Source: an optimization exercise on an open RTL-to-GDS flow (aim: small area and few clock cycles). Production flows keep margins and buffers that such runs may drop. Only simulation tests tie the RTL to the original design; equivalence was not proved. The flow treats the clock pin as an ideal source. Dropping or thinning the clock tree relies on that and would not hold on a real chip. Power and IR drop assume default switching activity.

==> flow/design.v (excerpt) <==
module date_string_validator (
    input  wire logic        i_clk,
    input  wire logic        i_rst_n,
    input  wire logic        i_valid,
    output logic             o_stall,
    input  wire logic [8:0]  i_data,
    output logic             o_valid,
    input  wire logic        i_stall,
    output logic [26:0] o_data,
    input  wire logic        i_cfg_we,
    input  wire logic        i_cfg_index,
    input  wire logic [13:0] i_cfg_data
);
    logic        r_valid;
    logic        take;
    logic [13:0] r_year_min_n;
    logic [13:0] r_year_max_n;
    dsv_pkg::t_parts state;
    assign o_stall = r_valid && i_stall;
    assign take    = i_valid && !o_stall;
    assign o_valid = r_valid;
    always_ff @(posedge i_clk) begin
        if (!i_rst_n) begin
            r_valid <= 1'b0;
        end else if (!o_stall) begin
            r_valid <= take && i_data[0];
        end
    end
    always_ff @(posedge i_clk) begin
        if (!i_rst_n) begin
            r_year_min_n <= ~dsv_pkg::YEAR_MIN_RESET;
            r_year_max_n <= ~dsv_pkg::YEAR_MAX_RESET;
        end else if (i_cfg_we) begin
            if (i_cfg_index == dsv_pkg::CFG_YEAR_MIN) begin
  ...
Size in the first run: ~58 I/O pins, ~3500 um^2 of cells after synthesis.
clock: 7.0 ns
lec_check: 0
abc_area: 1
cap_margin: 20
core_margin: 2
core_utilization: 70
gpl_timing_driven: 0
slew_margin: 20
standard.sh (not shown) runs the stock make flow with config.mk's settings and CLKGATE_MAP_FILE= SYNTH_SCRIPT=/design/flow/synth_recipe.tcl, a recipe that flattens the netlist after the stock synthesis.
==> flow/flow/run.sh <==
#!/bin/bash
# The standard synthesis, then its combinational logic re-mapped for area
# by ABC (every register kept, same cell and name), then the standard
# layout with two changes: the port buffers are made from the smallest
# buffer cell, and the clock tree is a flat one of a few buffers
# (flow/pre_cts.tcl).
set -euo pipefail
HERE=$(pwd)
R=$HERE/orfs/results/$FLOW_PLATFORM/date_string_validator/base
L=$HERE/orfs/logs/$FLOW_PLATFORM/date_string_validator/base
YOSYS=$(command -v yosys || echo "$FLOW_HOME/../tools/install/yosys/bin/yosys")

bash standard.sh synth > standard_synth.log 2>&1
cp "$R/1_2_yosys.v" "$HERE/synth_standard.v"

LIB=$FLOW_HOME/platforms/$FLOW_PLATFORM/lib/sky130_fd_sc_hd__tt_025C_1v80.lib
DU=$(grep -o -- "-dont_use [A-Za-z0-9_]*" "$L/1_2_yosys.log" | sort -u | tr '\n' ' ')
SEQ=$(grep -o "sky130_fd_sc_hd__[a-z0-9_]*" synth_standard.v | sort -u | grep -E "__(e?s?df|dl|sedf)" | tr '\n' ' ')
# ABC's deep synthesis is a randomised search: run it from a few seeds side by
# side and keep the smallest netlist.
best=""
best_area=""
for seed in 1 2 3 4; do
  mkdir -p "reopt_$seed"
  sed "s/&deepsyn -T 60/\&deepsyn -T 60 -S $seed/" flow/area.abc > "reopt_$seed/area.abc"
  sed -e "s#@LIB@#$LIB#g" -e "s#@SEQ@#$SEQ#" -e "s#@DU@#$DU#" \
      -e "s#@IN@#$HERE/synth_standard.v#" -e "s#@OUT@#$HERE/reopt_$seed/out.v#g" \
      -e "s#@SCRIPT@#$HERE/reopt_$seed/area.abc#" -e "s#@TOP@#$FLOW_TOP#g" flow/reopt.ys > "reopt_$seed/reopt.ys"
  ( cd "reopt_$seed" && "$YOSYS" -s reopt.ys > "$HERE/reopt_$seed.log" 2>&1 ) &
done
wait
for seed in 1 2 3 4; do
  area=$(grep "Chip area" "reopt_$seed.log" | tail -1 | awk '{print $NF}')
  [[ -n "$area" && -f "reopt_$seed/out.v" ]] || continue
  if [[ -z "$best" ]] || awk "BEGIN{exit !($area < $best_area)}"; then
    best=$seed
    best_area=$area
  fi
done
echo "reopt: seed $best, area $best_area" > reopt.log
cp "reopt_$best/out.v" "$R/1_2_yosys.v"
rm -f "$R/1_synth.odb" "$R/1_synth.sdc"

export FLAT_CTS_BUFFER=sky130_fd_sc_hd__clkbuf_8
export FLAT_CTS_GROUPS=4
export FLAT_CTS_BIG_BUFFER=sky130_fd_sc_hd__clkbuf_16
export FLAT_CTS_MAX_SLEW=0.105
bash standard.sh "BUFFER_PORTS_ARGS=-buffer_cell sky130_fd_sc_hd__buf_1" \
    "PRE_CTS_TCL=$HERE/flow/pre_cts.tcl" finish > standard.log 2>&1
==> flow/flow/flat_clock_tree.tcl <==
# A flat clock tree: the register clock pins are split into k groups of
# nearly equal size by place (balanced k-means on their positions), and
# each group is driven by one clock buffer placed at the group's centre.
# The clock port feeds only the k buffer inputs.
proc flat_clock_tree { port_net_name master_name k } {
  set block [ord::get_db_block]
  set master [[ord::get_db] findMaster $master_name]
  set clk [$block findNet $port_net_name]
  set pins {}
  foreach it [$clk getITerms] {
    set loc [[$it getInst] getLocation]
    lappend pins [list $it [lindex $loc 0] [lindex $loc 1]]
  }
  set n [llength $pins]
  # Start the centres on pins spread through the list sorted by x.
  set sorted [lsort -integer -index 1 $pins]
  set cx {}
  set cy {}
  for {set c 0} {$c < $k} {incr c} {
    set p [lindex $sorted [expr {($c * $n + $n / 2) / $k}]]
    lappend cx [lindex $p 1]
    lappend cy [lindex $p 2]
  }
  # Balanced k-means: each group takes at most ceil(n / k) pins, handed out
  # nearest first.
  set cap [expr {($n + $k - 1) / $k}]
  for {set iter 0} {$iter < 20} {incr iter} {
    set pairs {}
    for {set i 0} {$i < $n} {incr i} {
      set p [lindex $pins $i]
      for {set c 0} {$c < $k} {incr c} {
        set d [expr {abs([lindex $p 1] - [lindex $cx $c]) + abs([lindex $p 2] - [lindex $cy $c])}]
        lappend pairs [list $d $i $c]
      }
    }
    set assign [lrepeat $n -1]
    set size [lrepeat $k 0]
    foreach pr [lsort -integer -index 0 $pairs] {
      lassign $pr d i c
      if {[lindex $assign $i] < 0 && [lindex $size $c] < $cap} {
        lset assign $i $c
        lset size $c [expr {[lindex $size $c] + 1}]
      }
    }
    for {set c 0} {$c < $k} {incr c} {
      set sx 0; set sy 0; set m 0
      foreach p $pins a $assign {
        if {$a == $c} { incr sx [lindex $p 1]; incr sy [lindex $p 2]; incr m }
      }
      if {$m > 0} {
        lset cx $c [expr {$sx / $m}]
        lset cy $c [expr {$sy / $m}]
      }
    }
  }
  for {set c 0} {$c < $k} {incr c} {
    set leaf [odb::dbNet_create $block "${port_net_name}_leaf_$c"]
    $leaf setSigType CLOCK
    set buf [odb::dbInst_create $block $master "${port_net_name}_leaf_buf_$c"]
    [$buf findITerm A] connect $clk
    [$buf findITerm X] connect $leaf
    $buf setLocation [lindex $cx $c] [lindex $cy $c]
    $buf setPlacementStatus PLACED
    set m 0
    foreach p $pins a $assign {
      if {$a == $c} {
        set it [lindex $p 0]
        $it disconnect
        $it connect $leaf
        incr m
      }
    }
    puts "flat_clock_tree: $master_name $c drives $m clock pins"
  }
  # Give a group whose register clock pins would see a slow edge (by the
  # placement estimate) the next larger buffer.
  set_propagated_clock [all_clocks]
  estimate_parasitics -placement
  for {set c 0} {$c < $k} {incr c} {
    set mx 0
    foreach p [get_pins -of_objects [get_nets "${port_net_name}_leaf_$c"] -filter "direction==input"] {
      set sl [get_property $p slew_max]
      if {$sl > $mx} { set mx $sl }
    }
    if {$mx > $::env(FLAT_CTS_MAX_SLEW)} {
      set buf [$block findInst "${port_net_name}_leaf_buf_$c"]
      $buf swapMaster [[ord::get_db] findMaster $::env(FLAT_CTS_BIG_BUFFER)]
      puts "flat_clock_tree: group $c slew $mx, buffer now $::env(FLAT_CTS_BIG_BUFFER)"
    }
  }
}
Other scripts of this flow, unchanged in this note and not shown: flow/flow/area.abc, flow/flow/pre_cts.tcl, flow/flow/reopt.ys
Testbench counts at the start, summed over its fixed seeds: cycles 32,331.
Rerun with:
--- a/flow/flow/run.sh
+++ b/flow/flow/run.sh
@@ -28,3 +28,3 @@
       -e "s#@SCRIPT@#$HERE/reopt_$seed/area.abc#" -e "s#@TOP@#$FLOW_TOP#g" flow/reopt.ys > "reopt_$seed/reopt.ys"
-  ( cd "reopt_$seed" && "$YOSYS" -s reopt.ys > "$HERE/reopt_$seed.log" 2>&1 ) &
+  ( cd "reopt_$seed" && "$YOSYS" -s reopt.ys > "$HERE/reopt_$seed.log" 2>&1 && touch done ) &
 done
@@ -32,4 +32,4 @@
 for seed in 1 2 3 4; do
-  area=$(grep "Chip area" "reopt_$seed.log" | tail -1 | awk '{print $NF}')
-  [[ -n "$area" && -f "reopt_$seed/out.v" ]] || continue
+  area=$( (grep "Chip area" "reopt_$seed.log" || true) | tail -1 | awk '{print $NF}')
+  [[ -n "$area" && -f "reopt_$seed/done" ]] || continue
   if [[ -z "$best" ]] || awk "BEGIN{exit !($area < $best_area)}"; then
@@ -39,4 +39,7 @@
 done
-echo "reopt: seed $best, area $best_area" > reopt.log
-cp "reopt_$best/out.v" "$R/1_2_yosys.v"
+# A seed on which ABC fails is skipped; if all fail, the standard netlist stays.
+echo "reopt: seed ${best:-none}, area ${best_area:-none}" > reopt.log
+if [[ -n "$best" ]]; then
+  cp "reopt_$best/out.v" "$R/1_2_yosys.v"
+fi
 rm -f "$R/1_synth.odb" "$R/1_synth.sdc"
Result: Worst setup slack is better by 0.063 ns; cell count rose by 0.38%; combinational power hardly moves; power decreases by about 2%; synthesized cell count went up by about 0.5%; sequential cell count stays the same.
Rerun with:
==> flow/flow/run.sh (replaced) <==
#!/bin/bash
# The standard synthesis, then its combinational logic re-mapped for area
# by ABC (every register kept, same cell and name), then the standard
# layout with two changes: the port buffers are made from the smallest
# buffer cell, and the clock tree is a flat one of a few buffers
# (flow/pre_cts.tcl).
set -euo pipefail
HERE=$(pwd)
R=$HERE/orfs/results/$FLOW_PLATFORM/date_string_validator/base
L=$HERE/orfs/logs/$FLOW_PLATFORM/date_string_validator/base
YOSYS=$(command -v yosys || echo "$FLOW_HOME/../tools/install/yosys/bin/yosys")

bash standard.sh synth > standard_synth.log 2>&1
cp "$R/1_2_yosys.v" "$HERE/synth_standard.v"

LIB=$FLOW_HOME/platforms/$FLOW_PLATFORM/lib/sky130_fd_sc_hd__tt_025C_1v80.lib
DU=$(grep -o -- "-dont_use [A-Za-z0-9_]*" "$L/1_2_yosys.log" | sort -u | tr '\n' ' ')
SEQ=$(grep -o "sky130_fd_sc_hd__[a-z0-9_]*" synth_standard.v | sort -u | grep -E "__(e?s?df|dl|sedf)" | tr '\n' ' ')
sed -e "s#@LIB@#$LIB#g" -e "s#@SEQ@#$SEQ#" -e "s#@DU@#$DU#" \
    -e "s#@IN@#$HERE/synth_standard.v#" -e "s#@OUT@#$R/1_2_yosys.v#g" \
    -e "s#@SCRIPT@#$HERE/flow/area.abc#" -e "s#@TOP@#$FLOW_TOP#g" flow/reopt.ys > reopt.ys
"$YOSYS" -s reopt.ys > reopt.log 2>&1
rm -f "$R/1_synth.odb" "$R/1_synth.sdc"

export FLAT_CTS_BUFFER=sky130_fd_sc_hd__clkbuf_8
export FLAT_CTS_GROUPS=4
bash standard.sh "BUFFER_PORTS_ARGS=-buffer_cell sky130_fd_sc_hd__buf_1" \
    "PRE_CTS_TCL=$HERE/flow/pre_cts.tcl" finish > standard.log 2>&1
--- a/flow/flow/flat_clock_tree.tcl
+++ b/flow/flow/flat_clock_tree.tcl
@@ -74,18 +74,2 @@
   }
-  # Give a group whose register clock pins would see a slow edge (by the
-  # placement estimate) the next larger buffer.
-  set_propagated_clock [all_clocks]
-  estimate_parasitics -placement
-  for {set c 0} {$c < $k} {incr c} {
-    set mx 0
-    foreach p [get_pins -of_objects [get_nets "${port_net_name}_leaf_$c"] -filter "direction==input"] {
-      set sl [get_property $p slew_max]
-      if {$sl > $mx} { set mx $sl }
-    }
-    if {$mx > $::env(FLAT_CTS_MAX_SLEW)} {
-      set buf [$block findInst "${port_net_name}_leaf_buf_$c"]
-      $buf swapMaster [[ord::get_db] findMaster $::env(FLAT_CTS_BIG_BUFFER)]
-      puts "flat_clock_tree: group $c slew $mx, buffer now $::env(FLAT_CTS_BIG_BUFFER)"
-    }
-  }
 }
GPL_TIMING_DRIVEN = default   (was 0)
The new run completed with no timing, DRC or antenna violations.
Via count is higher by 3.1%.
Synthesized area grows by 0.54%.
Setup slack gets better by 0.27 ns.
Rerun with:
GPL_TIMING_DRIVEN = 0   (was default)
Result: The new run completed without violations. Die area stays flat. Maximum frequency falls by 12%. Clock power barely changes. Worst hold slack gets worse by 0.0082 ns.
Rerun with:
--- a/flow/flow/run.sh
+++ b/flow/flow/run.sh
@@ -18,6 +18,30 @@
 SEQ=$(grep -o "sky130_fd_sc_hd__[a-z0-9_]*" synth_standard.v | sort -u | grep -E "__(e?s?df|dl|sedf)" | tr '\n' ' ')
-sed -e "s#@LIB@#$LIB#g" -e "s#@SEQ@#$SEQ#" -e "s#@DU@#$DU#" \
-    -e "s#@IN@#$HERE/synth_standard.v#" -e "s#@OUT@#$R/1_2_yosys.v#g" \
-    -e "s#@SCRIPT@#$HERE/flow/area.abc#" -e "s#@TOP@#$FLOW_TOP#g" flow/reopt.ys > reopt.ys
-"$YOSYS" -s reopt.ys > reopt.log 2>&1
+# ABC's deep synthesis is a randomised search: run it from a few seeds side by
+# side and keep the smallest netlist.
+SEEDS="1 2 3 4 5 6 7 8"
+for seed in $SEEDS; do
+  mkdir -p "reopt_$seed"
+  sed "s/&deepsyn -T 60/\&deepsyn -T 60 -S $seed/" flow/area.abc > "reopt_$seed/area.abc"
+  sed -e "s#@LIB@#$LIB#g" -e "s#@SEQ@#$SEQ#" -e "s#@DU@#$DU#" \
+      -e "s#@IN@#$HERE/synth_standard.v#" -e "s#@OUT@#$HERE/reopt_$seed/out.v#g" \
+      -e "s#@SCRIPT@#$HERE/reopt_$seed/area.abc#" -e "s#@TOP@#$FLOW_TOP#g" flow/reopt.ys > "reopt_$seed/reopt.ys"
+done
+export YOSYS HERE
+printf '%s\n' $SEEDS | xargs -P "${NUM_CORES:-4}" -I{} bash -c \
+  'cd "$HERE/reopt_{}" && "$YOSYS" -s reopt.ys > "$HERE/reopt_{}.log" 2>&1 && touch done || true'
+best=""
+best_area=""
+for seed in $SEEDS; do
+  area=$( (grep "Chip area" "reopt_$seed.log" || true) | tail -1 | awk '{print $NF}')
+  [[ -n "$area" && -f "reopt_$seed/done" ]] || continue
+  if [[ -z "$best" ]] || awk "BEGIN{exit !($area < $best_area)}"; then
+    best=$seed
+    best_area=$area
+  fi
+done
+# A seed on which ABC fails is skipped; if all fail, the standard netlist stays.
+echo "reopt: seed ${best:-none}, area ${best_area:-none}" > reopt.log
+if [[ -n "$best" ]]; then
+  cp "reopt_$best/out.v" "$R/1_2_yosys.v"
+fi
 rm -f "$R/1_synth.odb" "$R/1_synth.sdc"
@@ -26,2 +50,4 @@
 export FLAT_CTS_GROUPS=4
+export FLAT_CTS_BIG_BUFFER=sky130_fd_sc_hd__clkbuf_16
+export FLAT_CTS_MAX_SLEW=0.105
 bash standard.sh "BUFFER_PORTS_ARGS=-buffer_cell sky130_fd_sc_hd__buf_1" \
--- a/flow/flow/flat_clock_tree.tcl
+++ b/flow/flow/flat_clock_tree.tcl
@@ -74,2 +74,18 @@
   }
+  # Give a group whose register clock pins would see a slow edge (by the
+  # placement estimate) the next larger buffer.
+  set_propagated_clock [all_clocks]
+  estimate_parasitics -placement
+  for {set c 0} {$c < $k} {incr c} {
+    set mx 0
+    foreach p [get_pins -of_objects [get_nets "${port_net_name}_leaf_$c"] -filter "direction==input"] {
+      set sl [get_property $p slew_max]
+      if {$sl > $mx} { set mx $sl }
+    }
+    if {$mx > $::env(FLAT_CTS_MAX_SLEW)} {
+      set buf [$block findInst "${port_net_name}_leaf_buf_$c"]
+      $buf swapMaster [[ord::get_db] findMaster $::env(FLAT_CTS_BIG_BUFFER)]
+      puts "flat_clock_tree: group $c slew $mx, buffer now $::env(FLAT_CTS_BIG_BUFFER)"
+    }
+  }
 }
Result: Flip-flop and latch count does not change; die area went down slightly; setup slack improves by 0.68 ns; critical path depth came out higher by 3; power came out higher slightly; combinational power is higher by a few percent; routed wire length came out higher by a few percent; sequential power is about the same.
In every run of this note, the design's own scripts or RTL, not TritonCTS, make the clock network.

==> port drivers added, routing unchanged <==
In the flow no input, the clock included, has a driving cell. The finished layouts below were timed again as built, in two steps.
Step 1 sets driving cells, clkbuf_16 on the clock port and buf_2 on the other inputs (assumed; they add their load-dependent delay and slew).
Step 2 adds t to the input delays and takes it off the output delays; t is the mean of the earliest and latest rising clock arrival at the registers after step 1. Input paths then give back, and output paths get back, about the clock's delay inside the block.
Slacks: no drivers / after step 1 / after step 2; pairs: no drivers / after step 1.
| run | shift t [ns] | setup slack, ns | worst slew at a driven data input, ns |
|---|---|---|---|
| the first run | 0.210 | 0.916 / 0.958 / 0.749 | 0.04 |
| the second run | 0.213 | 0.979 / 1.011 / 0.798 | 0.03 |
| the third run | 0.229 | 1.248 / 1.180 / 1.409 | 0.04 |
| the fourth run | 0.211 | 0.480 / 0.517 / 0.306 | 0.04 |
| the fifth run | 0.213 | 1.159 / 1.195 / 0.981 | 0.04 |
After both steps setup and hold are still met in every run listed. For the second run, which loses most, drivers alone change the setup slack by +0.032 ns; drivers and shift together by -0.181 ns.
